This design comes from an exercise in tuning for small area on the open sky130 flow, not from production work.
In this exercise RTL edits were held to simulation tests only and were not proved equivalent to the original.
Power is estimated from default activity; no workload was simulated.

==> inputs of run a <==
==> flow/design.v <==
module regfile_sb #(
  parameter int N  = 5,
  parameter int W  = 32,
  parameter int NR = 2
) (
  input  logic            clk,
  input  logic            rst,
  input  logic [NR*N-1:0] rd_addr,
  output logic [NR*W-1:0] rd_data,
  output logic [NR-1:0]   rd_ready,
  input  logic            we,
  input  logic [N-1:0]    wr_addr,
  input  logic [W-1:0]    wr_data,
  input  logic            alloc,
  input  logic [N-1:0]    alloc_addr,
  input  logic            clear_req,
  output logic            clear_busy,
  output logic            clear_done
);
  localparam int DEPTH = 2**N;
  logic [W-1:0]     r_regs [1:DEPTH-1];
  logic [DEPTH-1:0] r_valid;
  logic [DEPTH-1:0] r_busy;
  logic [N-1:0]     r_cnt;
  logic             r_clear_busy;
  logic             r_clear_done;
  logic [DEPTH-1:0] wr_dec;
  logic [DEPTH-1:0] al_dec;
  logic [DEPTH-1:0] wr_dec_n;
  logic [3:0] wr_lo;
  logic [DEPTH/4-1:0] wr_hi;
  always_comb begin
    for (int m = 0; m < 4; m++) wr_lo[m] = (wr_addr[1:0] == 2'(m));
    for (int j = 0; j < DEPTH/4; j++) wr_hi[j] = we && (wr_addr[N-1:2] == (N-2)'(j));
    for (int i = 0; i < DEPTH; i++) al_dec[i] = alloc && (alloc_addr == N'(i)) && (i != 0);
  end
  assign wr_dec[0]   = 1'b0;
  assign wr_dec_n[0] = 1'b1;
  for (genvar i = 1; i < DEPTH; i++) begin : g_wdec
    regfile_sb_and2  u_en  (.a(wr_hi[i/4]), .b(wr_lo[i%4]), .y(wr_dec[i]));
    regfile_sb_nand2 u_enn (.a(wr_hi[i/4]), .b(wr_lo[i%4]), .y(wr_dec_n[i]));
  end
  for (genvar i = 1; i < DEPTH; i++) begin : g_regs
    logic [W-1:0] nxt;
    for (genvar b = 0; b < W; b++) begin : g_bit
      regfile_sb_a22o u_hold (.a1(wr_dec[i]), .a2(wr_data[b]), .b1(wr_dec_n[i]), .b2(r_regs[i][b]), .y(nxt[b]));
    end
    always_ff @(posedge clk) r_regs[i] <= nxt;
  end
  always_ff @(posedge clk or negedge rst) begin
    if (!rst) begin
      r_valid      <= '0;
      r_busy       <= '0;
      r_cnt        <= '0;
      r_clear_busy <= 1'b0;
      r_clear_done <= 1'b0;
    end else begin
      r_clear_done <= 1'b0;
      if (!r_clear_busy) begin
        r_valid <= r_valid | wr_dec;
        r_busy  <= (r_busy & ~wr_dec) | al_dec;
        if (clear_req) r_clear_busy <= 1'b1;
      end else begin
        r_valid <= '0;
        r_busy  <= '0;
        r_cnt   <= r_cnt + N'(1);
        if (r_cnt == N'(DEPTH - 1)) begin
          r_clear_busy <= 1'b0;
          r_clear_done <= 1'b1;
        end
      end
    end
  end
  logic [DEPTH-1:0] rd_ok;
  always_comb begin
    rd_ok[0] = 1'b0;
    for (int i = 1; i < DEPTH; i++) rd_ok[i] = r_valid[i] && !wr_dec[i] && !r_clear_busy;
  end
  for (genvar k = 0; k < NR; k++) begin : g_rd
    logic [N-1:0]     ra;
    logic             az, fwd;
    logic [DEPTH-1:0] ra_dec;
    logic [DEPTH-1:0] sel;
    logic [3:0]       ra_lo;
    logic [DEPTH/4-1:0] ra_hi;
    logic             rdy;
    assign ra = rd_addr[k*N +: N];
    assign az = (ra == '0);
    assign fwd = we && (wr_addr == ra);
    always_comb begin
      for (int m = 0; m < 4; m++) ra_lo[m] = (ra[1:0] == 2'(m));
      for (int j = 0; j < DEPTH/4; j++) ra_hi[j] = (ra[N-1:2] == (N-2)'(j));
      for (int i = 0; i < DEPTH; i++) ra_dec[i] = (ra == N'(i));
      rdy    = 1'b0;
      for (int i = 1; i < DEPTH; i++) rdy = rdy | (ra_dec[i] && !r_busy[i]);
    end
    assign sel[0] = fwd && !az && !r_clear_busy;
    for (genvar i = 1; i < DEPTH; i++) begin : g_sel
      regfile_sb_and3 u_sel (.a(ra_hi[i/4]), .b(ra_lo[i%4]), .c(rd_ok[i]), .y(sel[i]));
    end
    for (genvar b = 0; b < W; b++) begin : g_bit
      logic [DEPTH-1:0] col;
      assign col[0] = wr_data[b];
      for (genvar i = 1; i < DEPTH; i++) begin : g_col
        assign col[i] = r_regs[i][b];
      end
      regfile_sb_rdbit u_rd (.s(sel), .d(col), .y(rd_data[k*W + b]));
    end
    assign rd_ready[k] = az || (!r_clear_busy && (fwd || rdy));
  end
  assign clear_busy = r_clear_busy;
  assign clear_done = r_clear_done;
endmodule
module regfile_sb_a22o (
  input  logic a1, a2, b1, b2,
  output logic y
);
  assign y = (a1 & a2) | (b1 & b2);
endmodule
module regfile_sb_and2 (
  input  logic a, b,
  output logic y
);
  assign y = a & b;
endmodule
module regfile_sb_nand2 (
  input  logic a, b,
  output logic y
);
  assign y = ~(a & b);
endmodule
module regfile_sb_and3 (
  input  logic a, b, c,
  output logic y
);
  assign y = a & b & c;
endmodule
module regfile_sb_aoi222 (
  input  logic a1, a2, b1, b2, c1, c2,
  output logic y
);
  assign y = ~((a1 & a2) | (b1 & b2) | (c1 & c2));
endmodule
module regfile_sb_aoi22 (
  input  logic a1, a2, b1, b2,
  output logic y
);
  assign y = ~((a1 & a2) | (b1 & b2));
endmodule
module regfile_sb_nand4 (
  input  logic a, b, c, d,
  output logic y
);
  assign y = ~(a & b & c & d);
endmodule
module regfile_sb_nand3 (
  input  logic a, b, c,
  output logic y
);
  assign y = ~(a & b & c);
endmodule
module regfile_sb_or3 (
  input  logic a, b, c,
  output logic y
);
  assign y = a | b | c;
endmodule
module regfile_sb_rdbit (
  input  logic [31:0] s,
  input  logic [31:0] d,
  output logic        y
);
  logic [10:0] n;
  for (genvar g = 0; g < 10; g++) begin : g_aoi
    regfile_sb_aoi222 u (.a1(s[3*g]), .a2(d[3*g]), .b1(s[3*g+1]), .b2(d[3*g+1]),
                         .c1(s[3*g+2]), .c2(d[3*g+2]), .y(n[g]));
  end
  regfile_sb_aoi22 u_last (.a1(s[30]), .a2(d[30]), .b1(s[31]), .b2(d[31]), .y(n[10]));
  logic [2:0] o;
  regfile_sb_nand4 u_n0 (.a(n[0]), .b(n[1]), .c(n[2]),  .d(n[3]), .y(o[0]));
  regfile_sb_nand4 u_n1 (.a(n[4]), .b(n[5]), .c(n[6]),  .d(n[7]), .y(o[1]));
  regfile_sb_nand3 u_n2 (.a(n[8]), .b(n[9]), .c(n[10]), .y(o[2]));
  regfile_sb_or3   u_o  (.a(o[0]), .b(o[1]), .c(o[2]), .y(y));
endmodule
==> flow/flow/run.sh <==
#!/bin/bash
# Own layout flow: the standard flow (standard.sh), with these changes to the
# ORFS steps it runs:
#  - port buffers use the smallest buffer cell (every port still gets a buffer);
#  - clock tree synthesis clusters more sinks per buffer and inserts no dummy loads;
# Each tool's output goes to a log file of its own in this folder.
set -euo pipefail
export BUFFER_PORTS_ARGS="-buffer_cell sky130_fd_sc_hd__buf_1"
export CTS_ARGS="-sink_clustering_enable -repair_clock_nets -dont_use_dummy_load -sink_clustering_size 16 -sink_clustering_max_diameter 60 -buf_list sky130_fd_sc_hd__clkbuf_8"
bash standard.sh synth > synth.log 2>&1
bash standard.sh > layout.log 2>&1
==> flow/standard.sh <==
#!/bin/bash
# synth_recipe.tcl (not shown) runs the flow's synth.tcl, then flattens the netlist and writes it again
# the make line also repeats each setting of config.mk as NAME=value (left out here)
make -C /OpenROAD-flow-scripts/flow DESIGN_CONFIG=/design/flow/config.mk WORK_HOME=/design/flow/orfs CLKGATE_MAP_FILE= SYNTH_SCRIPT=/design/flow/synth_recipe.tcl "${@:-finish}"
==> flow/config.mk <==
export PLATFORM = sky130hd
export DESIGN_NAME = regfile_sb
export DESIGN_NICKNAME = regfile_sb
export VERILOG_FILES = /design/flow/design.v
export SDC_FILE = /design/flow/constraint.sdc
export NUM_CORES = 4
export LEC_CHECK = 0
export CAP_MARGIN = 10
export CORE_MARGIN = 2
export CORE_UTILIZATION = 40
export SETUP_SLACK_MARGIN = 0.3
export SLEW_MARGIN = 10
export SYNTH_HIERARCHICAL = 1
==> flow/constraint.sdc <==
create_clock -name core_clock -period 6.5 [get_ports {clk}]
set_input_delay 1.3000 -clock core_clock [delete_from_list [all_inputs] [get_ports {clk}]]
set_output_delay 1.3000 -clock core_clock [all_outputs]
set_load 0.01 [all_outputs]
==> inputs of run b, as changes to run a <==
--- a/flow/design.v
+++ b/flow/design.v
@@ -29,14 +29,8 @@
   logic [DEPTH-1:0] wr_dec_n;
-  logic [3:0] wr_lo;
-  logic [DEPTH/4-1:0] wr_hi;
+  assign wr_dec_n = ~wr_dec;
   always_comb begin
-    for (int m = 0; m < 4; m++) wr_lo[m] = (wr_addr[1:0] == 2'(m));
-    for (int j = 0; j < DEPTH/4; j++) wr_hi[j] = we && (wr_addr[N-1:2] == (N-2)'(j));
-    for (int i = 0; i < DEPTH; i++) al_dec[i] = alloc && (alloc_addr == N'(i)) && (i != 0);
-  end
-  assign wr_dec[0]   = 1'b0;
-  assign wr_dec_n[0] = 1'b1;
-  for (genvar i = 1; i < DEPTH; i++) begin : g_wdec
-    regfile_sb_and2  u_en  (.a(wr_hi[i/4]), .b(wr_lo[i%4]), .y(wr_dec[i]));
-    regfile_sb_nand2 u_enn (.a(wr_hi[i/4]), .b(wr_lo[i%4]), .y(wr_dec_n[i]));
+    for (int i = 0; i < DEPTH; i++) begin
+      wr_dec[i] = we    && (wr_addr    == N'(i)) && (i != 0);
+      al_dec[i] = alloc && (alloc_addr == N'(i)) && (i != 0);
+    end
   end
@@ -83,4 +77,2 @@
     logic [DEPTH-1:0] sel;
-    logic [3:0]       ra_lo;
-    logic [DEPTH/4-1:0] ra_hi;
     logic             rdy;
@@ -90,11 +82,9 @@
     always_comb begin
-      for (int m = 0; m < 4; m++) ra_lo[m] = (ra[1:0] == 2'(m));
-      for (int j = 0; j < DEPTH/4; j++) ra_hi[j] = (ra[N-1:2] == (N-2)'(j));
       for (int i = 0; i < DEPTH; i++) ra_dec[i] = (ra == N'(i));
+      sel[0] = fwd && !az && !r_clear_busy;
       rdy    = 1'b0;
-      for (int i = 1; i < DEPTH; i++) rdy = rdy | (ra_dec[i] && !r_busy[i]);
-    end
-    assign sel[0] = fwd && !az && !r_clear_busy;
-    for (genvar i = 1; i < DEPTH; i++) begin : g_sel
-      regfile_sb_and3 u_sel (.a(ra_hi[i/4]), .b(ra_lo[i%4]), .c(rd_ok[i]), .y(sel[i]));
+      for (int i = 1; i < DEPTH; i++) begin
+        sel[i] = ra_dec[i] && rd_ok[i];
+        rdy    = rdy | (ra_dec[i] && !r_busy[i]);
+      end
     end
@@ -118,20 +108,2 @@
   assign y = (a1 & a2) | (b1 & b2);
-endmodule
-module regfile_sb_and2 (
-  input  logic a, b,
-  output logic y
-);
-  assign y = a & b;
-endmodule
-module regfile_sb_nand2 (
-  input  logic a, b,
-  output logic y
-);
-  assign y = ~(a & b);
-endmodule
-module regfile_sb_and3 (
-  input  logic a, b, c,
-  output logic y
-);
-  assign y = a & b & c;
 endmodule
--- a/flow/flow/run.sh
+++ b/flow/flow/run.sh
@@ -5,2 +5,4 @@
 #  - clock tree synthesis clusters more sinks per buffer and inserts no dummy loads;
+#  - after global routing, gates on paths with positive slack are downsized
+#    (ORFS's RECOVER_POWER step).
 # Each tool's output goes to a log file of its own in this folder.
@@ -9,2 +11,3 @@
 export CTS_ARGS="-sink_clustering_enable -repair_clock_nets -dont_use_dummy_load -sink_clustering_size 16 -sink_clustering_max_diameter 60 -buf_list sky130_fd_sc_hd__clkbuf_8"
+export RECOVER_POWER=100
 bash standard.sh synth > synth.log 2>&1
CORE_UTILIZATION = 55   (was 40)
==> inputs of run c, as changes to run a <==
--- a/flow/design.v
+++ b/flow/design.v
@@ -143,8 +143,2 @@
 endmodule
-module regfile_sb_aoi22 (
-  input  logic a1, a2, b1, b2,
-  output logic y
-);
-  assign y = ~((a1 & a2) | (b1 & b2));
-endmodule
 module regfile_sb_nand4 (
@@ -154,8 +148,2 @@
   assign y = ~(a & b & c & d);
-endmodule
-module regfile_sb_nand3 (
-  input  logic a, b, c,
-  output logic y
-);
-  assign y = ~(a & b & c);
 endmodule
@@ -172,13 +160,14 @@
 );
-  logic [10:0] n;
-  for (genvar g = 0; g < 10; g++) begin : g_aoi
-    regfile_sb_aoi222 u (.a1(s[3*g]), .a2(d[3*g]), .b1(s[3*g+1]), .b2(d[3*g+1]),
-                         .c1(s[3*g+2]), .c2(d[3*g+2]), .y(n[g]));
+  logic [11:0] g;
+  for (genvar k = 0; k < 10; k++) begin : g_aoi
+    regfile_sb_aoi222 u (.a1(s[3*k]), .a2(d[3*k]), .b1(s[3*k+1]), .b2(d[3*k+1]),
+                         .c1(s[3*k+2]), .c2(d[3*k+2]), .y(g[k]));
   end
-  regfile_sb_aoi22 u_last (.a1(s[30]), .a2(d[30]), .b1(s[31]), .b2(d[31]), .y(n[10]));
-  logic [2:0] o;
-  regfile_sb_nand4 u_n0 (.a(n[0]), .b(n[1]), .c(n[2]),  .d(n[3]), .y(o[0]));
-  regfile_sb_nand4 u_n1 (.a(n[4]), .b(n[5]), .c(n[6]),  .d(n[7]), .y(o[1]));
-  regfile_sb_nand3 u_n2 (.a(n[8]), .b(n[9]), .c(n[10]), .y(o[2]));
-  regfile_sb_or3   u_o  (.a(o[0]), .b(o[1]), .c(o[2]), .y(y));
+  regfile_sb_nand2 u_n30 (.a(s[30]), .b(d[30]), .y(g[10]));
+  regfile_sb_nand2 u_n31 (.a(s[31]), .b(d[31]), .y(g[11]));
+  logic [2:0] h;
+  for (genvar k = 0; k < 3; k++) begin : g_nand
+    regfile_sb_nand4 u (.a(g[4*k]), .b(g[4*k+1]), .c(g[4*k+2]), .d(g[4*k+3]), .y(h[k]));
+  end
+  regfile_sb_or3 u_o (.a(h[0]), .b(h[1]), .c(h[2]), .y(y));
 endmodule
--- a/flow/flow/run.sh
+++ b/flow/flow/run.sh
@@ -8,3 +8,3 @@
 export BUFFER_PORTS_ARGS="-buffer_cell sky130_fd_sc_hd__buf_1"
-export CTS_ARGS="-sink_clustering_enable -repair_clock_nets -dont_use_dummy_load -sink_clustering_size 16 -sink_clustering_max_diameter 60 -buf_list sky130_fd_sc_hd__clkbuf_8"
+export CTS_ARGS="-sink_clustering_enable -repair_clock_nets -dont_use_dummy_load -sink_clustering_size 18 -sink_clustering_max_diameter 50 -buf_list sky130_fd_sc_hd__clkbuf_8"
 bash standard.sh synth > synth.log 2>&1
PLACE_DENSITY = 0.8   (was unset)
==> comparison <==
Run a ran to the end with no violations. Run c finished clean. Run b finished with capacitance limit, slew limit, setup timing left. Via count: run c > run b > run a. In run b the setup slack is lower than in run c, by 0.38 ns. In sequential cell count, run b and run c do not differ. Of run a and run b, run a has the higher die area (gap 38%, measured against run b). Combinational power: run a is lower than run b (about 6%). Of run a and run c, run a has the higher sequential power (gap about 0.5%, measured against run c). In run c the core utilization is higher than in run a, by 0.12 points. Against run c, the register-to-register slack of run a is lower by 0.13 ns. In clock power, run c and run b hardly differ.
==> figures <==
quantity	run c	run a	run b
Result of the run	complete, no violations	complete, no violations	complete, but fails checks
Violated checks	-	-	capacitance limit, slew limit, setup timing
Part of the total power dissipated in the clock network	0.246	0.246	0.243
Number of max-cap violations	0	0	51
Layout buffering overhead excluding clock cells	0.0421	0.0366	0.0409
Worst-path maximum fanout	32	32	34
Number of CTS-inserted buffers	85	84	85
Num rows	118	118	100
Max-slew headroom at the worst pin	0.130	0.123	-1.58
Critical Path Slowest Stage Cell	sky130_fd_sc_hd__or3_1	sky130_fd_sc_hd__and3_2	sky130_fd_sc_hd__clkbuf_1
NumNets Final	3979	3872	3926
Crit share post-route	0.965	0.944	1.02
Maximum single-stage delay on the critical path	0.60 ns	0.58 ns	2.44 ns
Net switching share of the total power	0.280	0.281	0.286
Synth Area in XOR/XNOR	0.00274	0.00272	0.00273
Crit Reg-Reg Endpoint	r_busy[7]	r_busy[7]	r_valid[20]
Final critical-path required period	6.27 ns	6.14 ns	6.66 ns
Detailed-routed wire length on met3	38.9 mm	31.5 mm	35.1 mm
Floorplan die area	0.107 mm2	0.107 mm2	0.0780 mm2
Area of the mapped netlist	0.0416 mm2	0.0419 mm2	0.0417 mm2
Antenna violations before repair	13	8	14

==> port drivers added, routing unchanged <==
In the flow no input, the clock included, has a driving cell. The finished layouts below were timed again as built, in two steps. Step 1: set_driving_cell puts a clkbuf_16 on clk and a buf_2 on each other input, an assumption about the parent block. Step 2 times the ports against the registers' clock, not the clock port: input delays grow and output delays shrink by t, the midpoint of the rising clock arrivals with the driver on. a / b / c = no drivers / after step 1 / after step 2; a / b = the first two.
run | t, ns | setup slack, ns | hold WS [ns] | worst setup path at the end
run a | 0.804 | 0.364 / 0.340 / 0.340 | 0.476 / 0.476 / 0.476 | input to output
run b | 0.788 | -0.159 / -0.117 / -0.905 | 0.483 / 0.483 / 0.483 | input to register
run c | 0.818 | 0.225 / 0.194 / 0.194 | 0.492 / 0.492 / 0.492 | input to output
The setup slack of run b, which loses most, moves by +0.042 ns with the drivers and by -0.746 ns with both steps.
